Context: an optimization exercise on an open-source flow, tuned for small area, a short achievable clock period and few clock cycles per item. The choices shown serve that exercise and are no tape-out recipe. At most, simulation tests tie the RTL to the original design; equivalence was not proved. Only the layout flow was run in runs 2 and 3; the RTL was not checked for function there.

==> flow/design.v, too long to show whole: its modules and the start of the top module <==
// module aes_ks_front: 53 lines
// module aes_ks_back: 49 lines
// module aes_sbox_benc: 13 lines
// module aes128_block_cipher: 6195 lines
module aes128_block_cipher (
    input  logic          aclk,
    input  logic          aresetn,
    input  logic          cfg_wr_en,
    input  logic [1:0]    cfg_index,
    input  logic [63:0]   cfg_data,
    input  logic          s_valid,
    output logic          s_ready,
    input  logic [63:0]   s_block_upper,
    input  logic [63:0]   s_block_lower,
    output logic          m_valid,
    input  logic          m_ready,
    output logic [63:0]   m_result_upper,
    output logic [63:0]   m_result_lower
);
  // ...
==> flow/run.sh <==
#!/bin/bash
# synth_recipe.tcl (not shown) runs the flow's synth.tcl, then flattens the netlist and writes it again
# the make line also repeats each setting of config.mk as NAME=value (left out here)
make -C /OpenROAD-flow-scripts/flow DESIGN_CONFIG=/design/flow/config.mk WORK_HOME=/design/flow/orfs CLKGATE_MAP_FILE= SYNTH_SCRIPT=/design/flow/synth_recipe.tcl finish
==> flow/config.mk <==
export PLATFORM = sky130hd
export DESIGN_NAME = aes128_block_cipher
export DESIGN_NICKNAME = aes128_block_cipher
export VERILOG_FILES = /design/flow/design.v
export SDC_FILE = /design/flow/constraint.sdc
export NUM_CORES = 8
export LEC_CHECK = 0
export ABC_AREA = 1
export CAP_MARGIN = 20
export CORE_MARGIN = 2
export CORE_UTILIZATION = 30
export PLACE_DENSITY = 0.4
export SETUP_SLACK_MARGIN = 4.5
export SLEW_MARGIN = 20
==> flow/constraint.sdc <==
create_clock -name core_clock -period 8.0 [get_ports {aclk}]
set_input_delay 1.6000 -clock core_clock [delete_from_list [all_inputs] [get_ports {aclk}]]
set_output_delay 1.6000 -clock core_clock [all_outputs]
set_load 0.01 [all_outputs]
==> key figures, run 1 <==
Outcome
  – Status: complete, no violations

Synth
  – Synth area leaders: edfxtp_1 (36%), xor2_1 (16%), nand2_1 (12%)
  – Sequential fraction of the synthesis area: around 40%
  – Cell count after synthesis: around 22000
  – Netlist cell types: 64

Global routing
  – Met3 Track Usage GR: approximately 3.5%
  – Antenna violations before repair: approximately 120
  – First-pass GRT wire length: around 1100000 um

Layout
  – Biggest regs: u0s1 (352), u1s1 (352)
  – Fillers: about 63000
  – FF/Latch Area: 0.07192 mm2
  – Final Instance Area: 0.2062 mm2
  – NumNets Final: 22220
  – Finished Layout Cells: 30360
  – Multi-input combinational area share: around half

Worst setup path
  – Crit-path max FO: 1
  – Critical Path Max Stage Delay: roughly 0.90 ns
  – Slowest library cell on the worst path: edfxtp_1
  – CP arrival: ~2.2 ns
  – Worst Path Required: around 6.4 ns
  – Setup crit end: m_result_upper[28]
  – Crit Path Category: reg2out
  – Reg2reg setup slack: between 4 and 5 ns
  – Worst Reg2Reg Path Length in Cells: 6

STA
  – Final hold vios: 0
  – Least-Margin Pin Slew: 1.302 ns
  – RSZ-0062 raised after global routing: yes
  – Slew HR: 12.58%

Route
  – Post-route ant nets: 0
  – Post-DR wirelength/cell: between 20 and 30 um
  – Pre-antenna DRT Iters: 6
  – Top layer in use: met5

Place
  – Buffers on Ports: roughly 330
  – Detailed placer's ending HPWL: roughly 650000 um
  – Placed Area: ~0.19 mm2

Die
  – # IOs: ~330
  – Core Region: between 0.6 and 0.7 mm2
  – Tap Count: about 8000

Clock tree
  – Clk root buf: clkbuf_16
  – CTS Hold Buffers Added: 0
  – Post-CTS Setup Bufs: 3
Testbench counts, summed over its fixed seeds: cycles 9,024, blocks 1,536.
==> run 2: changes to the inputs <==
--- a/flow/design.v
+++ b/flow/design.v
@@ -169,5 +169,5 @@
     wire [127:0] kfirst = kdec ? k10_r : key_r;
     wire key_wr   = cfg_wr_en & ~cfg_index[1];
-    wire kready   = (kcnt == 7'd0) | (kcnt == (kexp ? 7'd40 : 7'd40));
+    wire kready   = (kcnt == 7'd0) | (kcnt == (kexp ? 7'd30 : 7'd40));
     wire done     = sv[7] & lst[7];
     wire stall    = done & oa_v & ob_v;
@@ -195,5 +195,5 @@
     aes_ks_back  u_kb3 (.q(kq[21:0]), .m(kp_n[17:0]));
     aes_sbox_benc u_ko3 (.m(kp[17:0]), .y(kt_n[7:0]));
-    wire [31:0] kx  = kt ^ {c_rcon, 24'h0};
+    wire [31:0] kx  = kt_n ^ {c_rcon, 24'h0};
     wire [31:0] kb0 = kprev[127:96], kb1 = kprev[95:64], kb2 = kprev[63:32], kb3 = kprev[31:0];
     wire [31:0] kw0 = kb0 ^ kx;
@@ -6164,20 +6164,20 @@
         first_n = 1'b0; src_n = 2'b1; step_n = '0; klast_n = 1'b0; rcon_n = 8'h00;
         if (kexp_n) begin
-            first_n = (kcnt_n <= 7'd3) | (kcnt_n >= 7'd40);
-            if (kcnt_n >= 7'd8 && kcnt_n <= 7'd11) src_n = 2'b10;
-            if (kcnt_n >= 7'd16 && kcnt_n <= 7'd19) src_n = 2'b10;
-            if (kcnt_n >= 7'd24 && kcnt_n <= 7'd27) src_n = 2'b10;
-            if (kcnt_n >= 7'd32 && kcnt_n <= 7'd35) src_n = 2'b10;
+            first_n = (kcnt_n <= 7'd2) | (kcnt_n >= 7'd30);
+            if (kcnt_n >= 7'd6 && kcnt_n <= 7'd8) src_n = 2'b10;
+            if (kcnt_n >= 7'd12 && kcnt_n <= 7'd14) src_n = 2'b10;
+            if (kcnt_n >= 7'd18 && kcnt_n <= 7'd20) src_n = 2'b10;
+            if (kcnt_n >= 7'd24 && kcnt_n <= 7'd26) src_n = 2'b10;
             case (kcnt_n)
-                7'd3: begin step_n[0] = 1'b1; rcon_n = 8'h01; end
-                7'd7: begin step_n[1] = 1'b1; rcon_n = 8'h02; end
-                7'd11: begin step_n[0] = 1'b1; rcon_n = 8'h04; end
-                7'd15: begin step_n[1] = 1'b1; rcon_n = 8'h08; end
-                7'd19: begin step_n[0] = 1'b1; rcon_n = 8'h10; end
-                7'd23: begin step_n[1] = 1'b1; rcon_n = 8'h20; end
-                7'd27: begin step_n[0] = 1'b1; rcon_n = 8'h40; end
-                7'd31: begin step_n[1] = 1'b1; rcon_n = 8'h80; end
-                7'd35: begin step_n[0] = 1'b1; rcon_n = 8'h1b; end
-                7'd39: begin step_n[1] = 1'b1; rcon_n = 8'h36; klast_n = ~k10_ok_n; end
+                7'd2: begin step_n[0] = 1'b1; rcon_n = 8'h01; end
+                7'd5: begin step_n[1] = 1'b1; rcon_n = 8'h02; end
+                7'd8: begin step_n[0] = 1'b1; rcon_n = 8'h04; end
+                7'd11: begin step_n[1] = 1'b1; rcon_n = 8'h08; end
+                7'd14: begin step_n[0] = 1'b1; rcon_n = 8'h10; end
+                7'd17: begin step_n[1] = 1'b1; rcon_n = 8'h20; end
+                7'd20: begin step_n[0] = 1'b1; rcon_n = 8'h40; end
+                7'd23: begin step_n[1] = 1'b1; rcon_n = 8'h80; end
+                7'd26: begin step_n[0] = 1'b1; rcon_n = 8'h1b; end
+                7'd29: begin step_n[1] = 1'b1; rcon_n = 8'h36; klast_n = ~k10_ok_n; end
                 default: ;
             endcase
@@ -6227,10 +6227,10 @@
         end
     end
-    wire       kready_n = (kcnt_n == 7'd0) | (kcnt_n == (kexp_n ? 7'd40 : 7'd40));
+    wire       kready_n = (kcnt_n == 7'd0) | (kcnt_n == (kexp_n ? 7'd30 : 7'd40));
     wire       done_n   = sv_n[7] & lst_n[7];
     wire       stall_n  = done_n & oa_v_n & ob_v_n;
     wire       lda_n    = kready_n & (~dir_n | k10_ok_n);
     wire       ldb_n    = (kcnt_n != 7'd0) & (kcnt_n < 7'd8) & ~kexp_n;
-    wire       s_ready_n = ~stall_n & (lda_n | ldb_n) & ~((cfg_wr_en & dir_n));
+    wire       s_ready_n = ~stall_n & (lda_n | ldb_n);
     always_ff @(posedge aclk) begin
         if (!aresetn) begin
@@ -6277,5 +6277,4 @@
         kq     <= kq_n;
         kp     <= kp_n;
-        kt     <= kt_n;
         lst    <= lst_n;
         if (!stall) begin
--- a/flow/config.mk
+++ b/flow/config.mk
@@ -11,4 +11,4 @@
 export CORE_UTILIZATION = 30
 export PLACE_DENSITY = 0.4
-export SETUP_SLACK_MARGIN = 4.5
+export SETUP_SLACK_MARGIN = 5.0
 export SLEW_MARGIN = 20
==> run 2 against run 1 <==
Area after synthesis is 1.4% lower. Critical path depth stayed put. Still clean on timing, DRC and antenna. Critical path type unchanged. Routed wire length is 3.9% higher. Via count is 0.21% higher.
==> key figures, run 2 <==
Route
  – Final WL: about 840000 um
  – Via count: 147600
  – Post-DR wirelength/cell: 27.85 um (+4.9%)
  – Number of vias per cell: between 4 and 5
  – Post-route ant nets: 0 (unchanged)
  – Drt initial violations: approximately 16000
  – Pre-antenna DRT Iters: 6 (unchanged)
  – # DRC: 0

Synth
  – Synth area leader: edfxtp_1
  – Commonest cells in the netlist: nand2_1 (5343), xor2_1 (3226), xnor2_1 (2192)
  – Ys Warns: 1
  – Cell count after synthesis: 21430 (-2.1%)
  – Synth area leaders: edfxtp_1 (36%), xor2_1 (16%), nand2_1 (11%)
  – Sequential fraction of the synthesis area: 39.71% (+0.19 points)
  – Netlist cell types: 66 (+3.1%)
  – Synthesized area per cell: ~8.4 um2
  – EDFF count, synth: 2151
  – Yosys top cell area share: between 30% and 40%
  – Yosys reg bits: roughly 2500
  – Top FF cell, synth: edfxtp_1
  – Leading cell type by number of instances after synthesis: nand2_1
  – Synthesized net count: approximately 22000
  – Fraction of registers with async set/reset: 0%
  – Mapped Area: 0.1794 mm2

Worst setup path
  – Setup crit end kind: output pin
  – R2R Path End: x1[112]$_DFFE_PN_
  – Critical Path Start Type: flop
  – CP arrival: 1.97 ns (-0.19 ns)
  – Critical path startpoint: oa[69]$_DFFE_PP_
  – Number of buffers and inverters on the critical path: 1
  – Worst Path Required: 6.40 ns (about the same)
  – Slowest library cell on the worst path: edfxtp_1
  – Crit-path cells: buf_6
  – Critical Path Max Stage Delay: 0.75 ns (-0.15 ns)
  – Crit Path Category: reg2out
  – Reg2reg setup slack: 4.81 ns (+0.39 ns)
  – WP depth: 1
  – Reg2reg start: lst[3]$_DFFE_PN_
  – Delay-heaviest family, CP: flip-flops
  – Crit-path max FO: 1 (unchanged)
  – Worst Reg2Reg Path Length in Cells: 4 (-2)
  – Setup crit end: m_result_upper[5]

Global routing
  – Antenna violations before repair: 96 (-19%)
  – Vias in the first global route: about 140k
  – GRT Overall Usage: 26.13%
  – First-pass GRT wire length: 1109000 um (+1.4%)
  – Largest net degree at the start of global routing: 165
  – GRT overflow: 0

Hold path
  – Worst hold path class: reg2reg

Die
  – Die boundary width: ~780 um
  – Core Region: 0.5970 mm2 (-1.0%)
  – Row Count: approximately 280
  – Starting Density: about 30%
  – Height of the die: roughly 780 um
  – Area of the die: 0.6042 mm2
  – # IOs: 329 (unchanged)

Layout
  – Biggest regs: u0s1 (352), u1s1 (352)
  – Most frequent cells in the layout: nand2_1 (5187), xor2_1 (3022), edfxtp_1 (2151)
  – Share of layout cells above drive strength 1: roughly 11%
  – NumNets Final: 22100 (-0.53%)
  – Synthesis-to-layout area growth: 18.51%
  – Post-route core utilization: between 30% and 40%
  – Commonest non-fill, non-tap cell in the layout: nand2_1

Place
  – Detailed placer's ending HPWL: 648400 um (-0.23%)
  – GP Congestion: between 0.9 and 1
  – Setup slack at placement: 3.043 ns
  – Buffers on Ports: 328 (unchanged)

STA
  – Final worst slack: about 4.4 ns
  – Tmin final: 3.569 ns
  – Slew HR: 12.66% (+0.084 points)
  – Layout Skew: slightly below 0.08 ns
  – Least-Margin Pin Slew: 1.306 ns (+0.003670 ns)
  – Max Clk Rate: 0.2802 GHz
  – Final setup TNS: 0 ns
  – Final hold vios: 0 (unchanged)
  – RSZ-0062 raised after global routing: yes
  – Final Slew Violations: 0
  – Final setup vio count: 0
  – Fraction of the cycle the final worst path needs: between 40% and 50%

Clock tree
  – Clk root buf: clkbuf_16
  – H-tree Lvls: 5
  – CTS Hold Buffers Added: 0 (unchanged)
  – Clock latency on the worst-skew pair: 1.00 ns
  – Clock Path Buffers: 4
  – Reg clk slew, reported paths: roughly 0.06 ns
  – TritonCTS Buffers: roughly 320
  – CTS tree: yes
  – Clk sinks: 2483

Flow run
  – Max-Cap Viols: 0

Outcome
  – Status: complete, no violations
-- run 2: cell count changes in the layout (fill, tap and decap cells not counted), sizes merged, moves of 29 or more --
| cell | previous run | this run |
|---|---|---|
| nand3 | 1105 | 887 |
| clkbuf | 413 | 444 |
| xnor2 | 2078 | 2210 |
| nand2 | 5930 | 5400 |
| dfxtp | 364 | 332 |
| nand3b | 72 | 37 |
| o21ai | 1811 | 1960 |
| dlygate4sd2 | 113 | 0 |
| buf | 202 | 640 |
| a21oi | 683 | 712 |
| nor2 | 784 | 920 |
-- run 2: what timing repair did --
| item | CTS | global route |
|---|---|---|
| pin swaps | 40 | 158 |
| resized for setup | 1134 | 713 |
| setup endpoints to repair | 2399 | 929 |
| buffers inserted | 104 | 202 |
| gates cloned | 29 | 30 |
-- run 2: kinds of logic after synthesis --
group	Yosys count	synth area share [%]
compound gates	3037	8.994
flops	2483	39.71
xor+xnor	5479	27.10
mux	199	1.200
simple gates	7551	17.15
fa+ha+maj	10	0.06975
buf+inv	2669	5.778
-- run 2: metal layers --
layer / part of all wire (%) / global-route usage [%] / routed length, um
met1: 44 / 35.79 / 364300
met2: 44 / 40.77 / 367200
met3: 6.7 / 3.392 / 55960
met4: 5.9 / 12.46 / 49410
met5: 0.012 / 0 / 99
-- run 2: stage by stage --
step                cells  hold slack, ns  cell area (um2)
finish              30050          0.3849           212600
global route        30040          0.3963           212600
CTS                 29790          0.3915           206500
detailed placement  29070          0.3868           191500
global placement    29070          0.3820           191300
floorplan           21430          0.3258           179500
-- run 2: worst min-delay path by stage --
| stage | slack, ns | startpoint | endpoint | depth (start not counted) |
|---|---|---|---|---|
| floorplan | 0.33 | dirs[0]$_DFF_P_ | dirs[1]$_DFF_P_ | 0 |
| global placement | 0.38 | dir_r$_SDFFE_PN0P_ | dirs[0]$_DFF_P_ | 0 |
| detailed placement | 0.39 | dir_r$_SDFFE_PN0P_ | dirs[0]$_DFF_P_ | 0 |
| CTS | 0.39 | dir_r$_SDFFE_PN0P_ | dirs[0]$_DFF_P_ | 0 |
| global route | 0.40 | dir_r$_SDFFE_PN0P_ | dirs[0]$_DFF_P_ | 0 |
| finish | 0.38 | dir_r$_SDFFE_PN0P_ | dirs[0]$_DFF_P_ | 0 |
-- run 2: final cells by class --
cell class	count	area, um2
fillers	61820	384400
repair buffers	877	9522
well taps	7865	9841
inverters	1926	7390
multi-input cells	16280	103700
clock buffers	419	8816
diodes	30	75.07
repair inverters	4	43.79
flip-flops and latches	2483	71290
clock inverters	171	1913
==> run 3: changes to the inputs <==
--- a/flow/config.mk
+++ b/flow/config.mk
@@ -9,6 +9,6 @@
 export CAP_MARGIN = 20
 export CORE_MARGIN = 2
-export CORE_UTILIZATION = 30
-export PLACE_DENSITY = 0.4
+export CORE_UTILIZATION = 45
+export PLACE_DENSITY = 0.6
 export SETUP_SLACK_MARGIN = 5.0
 export SLEW_MARGIN = 20
==> run 3 against run 2 <==
Sequential share of layout area rose by 1.2 points. Via count about the same. Flip-flop and latch count stayed put. First-iteration DRC count grew 13%. Clock-buffer cell count fell by 54. Die area fell by 33%. Clock skew shrank 0.0060 ns. Worst setup slack better by 0.26 ns. Final area decreased by 3.6%.
==> key figures, run 3 <==
Outcome
  – Status: complete, no violations

STA
  – Least-Margin Pin Slew: 1.313 ns (+0.006938 ns)
  – Final setup TNS: 0 ns (unchanged)
  – Final setup vio count: 0 (unchanged)
  – Final hold vios: 0 (unchanged)
  – Fraction of the cycle the final worst path needs: 41.36% (-3.3 points)
  – Final worst slack: 4.691 ns (+0.2606 ns)
  – Layout Skew: 0.07263 ns (-0.005995 ns)
  – Tmin final: 3.309 ns (-0.2606 ns)
  – Final Slew Violations: 0 (unchanged)
  – Max Clk Rate: 0.3022 GHz (+7.9%)
  – Worst Hold Slack: 0.3696 ns (-0.01529 ns)
  – Slew HR: 11.87% (-0.80 points)
  – RSZ-0062 raised after global routing: yes

Layout
  – NumNets Final: 21890 (-0.94%)
  – Final Instance Area: 0.2050 mm2 (-3.6%)
  – Fillers: 36850 (-40%)
  – Post-route core utilization: 51.73% (+16 points)
  – Commonest non-fill, non-tap cell in the layout: nand2_1
  – Synthesis-to-layout area growth: 14.27%
  – Biggest regs: u0s1 (352), u1s1 (352)
  – Most frequent cells in the layout: nand2_1 (5236), xor2_1 (3064), edfxtp_1 (2151)
  – Share of layout cells above drive strength 1: 9.559% (-1.6 points)

Die
  – Core Region: 0.3963 mm2 (-34%)
  – Area of the die: 0.4037 mm2 (-33%)
  – Die boundary width: 635.4 um (-18%)
  – Height of the die: 635.4 um (-18%)
  – Starting Density: 45.27% (+15 points)
  – Row Count: 231 (-19%)
  – # IOs: 329 (unchanged)

Place
  – Buffers on Ports: 328 (unchanged)
  – Detailed placer's ending HPWL: 551500 um (-15%)
  – Setup slack at placement: 3.105 ns (+0.06197 ns)
  – GP Congestion: 1.065 (+9.9%)
  – Placed Area: 0.1877 mm2 (-2.0%)

Synth
  – Top FF cell, synth: edfxtp_1
  – Netlist cell types: 66 (unchanged)
  – Commonest cells in the netlist: nand2_1 (5343), xor2_1 (3226), xnor2_1 (2192)
  – Synth area leaders: edfxtp_1 (36%), xor2_1 (16%), nand2_1 (11%)
  – Ys Warns: 1 (unchanged)
  – Yosys top cell area share: 36.01% (unchanged)
  – Synth area leader: edfxtp_1
  – Synthesized area per cell: 8.372 um2 (unchanged)
  – Sequential fraction of the synthesis area: 39.71% (unchanged)
  – Leading cell type by number of instances after synthesis: nand2_1
  – Synthesized net count: 21640 (unchanged)
  – Cell count after synthesis: 21430 (unchanged)
  – Mapped Area: 0.1794 mm2 (unchanged)
  – Yosys reg bits: 2483 (unchanged)
  – EDFF count, synth: 2151 (unchanged)
  – Fraction of registers with async set/reset: 0% (unchanged)

Worst setup path
  – Critical Path Max Stage Delay: 0.52 ns (-0.23 ns)
  – Worst Path Required: 6.40 ns (about the same)
  – Number of buffers and inverters on the critical path: 1 (unchanged)
  – Crit-path cells: buf_2
  – R2R Path End: oa[81]$_DFFE_PP_
  – Reg2reg setup slack: 4.83 ns (+0.02 ns)
  – Worst Reg2Reg Path Length in Cells: 6 (+2)
  – Delay-heaviest family, CP: flip-flops
  – Crit-path max FO: 1 (unchanged)
  – Setup crit end kind: output pin
  – Critical Path Start Type: flop
  – Reg2reg start: u1s3[87]$_DFFE_PN_
  – Crit Path Category: reg2out
  – Slowest library cell on the worst path: edfxtp_1
  – CP arrival: 1.71 ns (-0.26 ns)

Route
  – # DRC: 0 (unchanged)
  – Drt initial violations: 17640 (+13%)
  – Post-route ant nets: 0 (unchanged)
  – Post-DR wirelength/cell: 26.31 um (-5.5%)
  – Final WL: 715400 um (-15%)
  – Pre-antenna DRT Iters: 6 (unchanged)
  – Via count: 147700 (+0.089%)
  – Number of vias per cell: 5.433 (+11%)

Clock tree
  – Reg clk slew, reported paths: 0.06 ns (about the same)
  – H-tree Lvls: 5 (unchanged)
  – CTS tree: yes
  – TritonCTS Buffers: 297 (-7.5%)
  – Clock Path Buffers: 4 (unchanged)
  – Clk sinks: 2483 (unchanged)
  – Clk root buf: clkbuf_16
  – CTS Hold Buffers Added: 0 (unchanged)
  – Clock latency on the worst-skew pair: 0.99 ns (about the same)

Flow run
  – Max-Cap Viols: 0 (unchanged)

Global routing
  – Antenna violations before repair: 50 (-48%)
  – GRT overflow: 0 (unchanged)
  – GRT Overall Usage: 33.57% (+7.4 points)
  – Largest net degree at the start of global routing: 166 (+0.61%)
  – Vias in the first global route: 132700 (-2.6%)
  – First-pass GRT wire length: 973400 um (-12%)

Hold path
  – Hold path endpoint: dirs[0]$_DFF_P_
  – Hold path startpoint: dir_r$_SDFFE_PN0P_
  – Worst hold path class: reg2reg
  – Hold Crit Depth: 0 (unchanged)
run 3: cell counts after synthesis:
No cell type changed its count.
run 3: final cells by class:
cell class | count | area, um2 | share of cell area, %
multi-input combinational | 16280 | 102100 | 49.82
sequential | 2483 | 71290 | 34.78
clock buffer | 365 | 8119 | 3.961
timing repair buffer | 689 | 7507 | 3.662
inverter | 1926 | 7356 | 3.588
tap | 5242 | 6559 | 3.200
clock inverter | 179 | 1964 | 0.9583
antenna | 18 | 45.04 | 0.02197
timing repair inverter | 3 | 25.02 | 0.01221
run 3: how the worst max path moves through the flow:
stage                          start                  to  slack, ns  cells past startpoint
floorplan            ob_v$_SDFF_PN0_   c_rcon[6]$_DFF_P_       0.55                     13
global placement        cfg_index[1]   c_rcon[2]$_DFF_P_       2.93                     19
detailed placement      cfg_index[1]   c_rcon[2]$_DFF_P_       3.10                     19
CTS                 oa[31]$_DFFE_PP_  m_result_lower[31]       4.66                      1
global route        oa[31]$_DFFE_PP_  m_result_lower[31]       4.67                      1
finish              oa[31]$_DFFE_PP_  m_result_lower[31]       4.69                      1
run 3: routing by layer:
layer	routed length (um)	GRT usage [%]	vias up
met4	63300	24.22	16
met2	304900	50.56	6824
met3	70390	6.460	1532
met5	98	0	-
li1	-	-	69390
met1	276700	43.15	69950
run 3: metrics by stage:
step,std cells
4_1_cts,27000
3_5_place_dp,26380
6_report,27190
2_1_floorplan,21430
3_3_place_gp,26380
5_1_grt,27170
run 3: timing repair:
action | in CTS | in global routing
pin swaps | 17 | 95
buffers inserted | 55 | 146
gates cloned | 20 | 24
resized for setup | 958 | 586
setup endpoints to repair | 2210 | 1149
run 3: logic make-up (layout without fill, tap and decap cells):
kind of cell               Yosys count  in the layout  synth area share (%)
AOI/OAI and AO/OA                 3037           3037                 8.994
xor gates and xnor gates          5479           5479                 27.10
adders and majority gates           10             10               0.06975
buffers and inverters             2669           3162                 5.778
DFF                               2483           2483                 39.71
muxes                              199            199                 1.200
other                                0             18                     0
and+or+nand+nor                   7551           7558                 17.15

==> port drivers added, routing unchanged <==
Ports are ideal in the flow. The routed layouts listed here were re-timed in OpenROAD.
Step 1: set_driving_cell puts a clkbuf_16 on aclk and a buf_2 on each other input, an assumption about the parent block.
Step 2 times the ports against the registers' clock, not the clock port: input delays grow and output delays shrink by t, the midpoint of the rising clock arrivals with the driver on.
Three values: no drivers, after step 1, after step 2; two values: the first two.
run | shift t [ns] | setup WS [ns] | clock arrival spread, ns
run 1 | 1.119 | 4.242 / 4.110 / 3.482 | 0.104 / 0.104
run 2 | 1.099 | 4.431 / 4.296 / 3.969 | 0.094 / 0.093
run 3 | 1.074 | 4.691 / 4.576 / 4.114 | 0.079 / 0.080
After both steps every run listed still meets setup and hold. For run 1, which loses most, drivers alone change the setup slack by -0.132 ns; drivers and shift together by -0.760 ns.
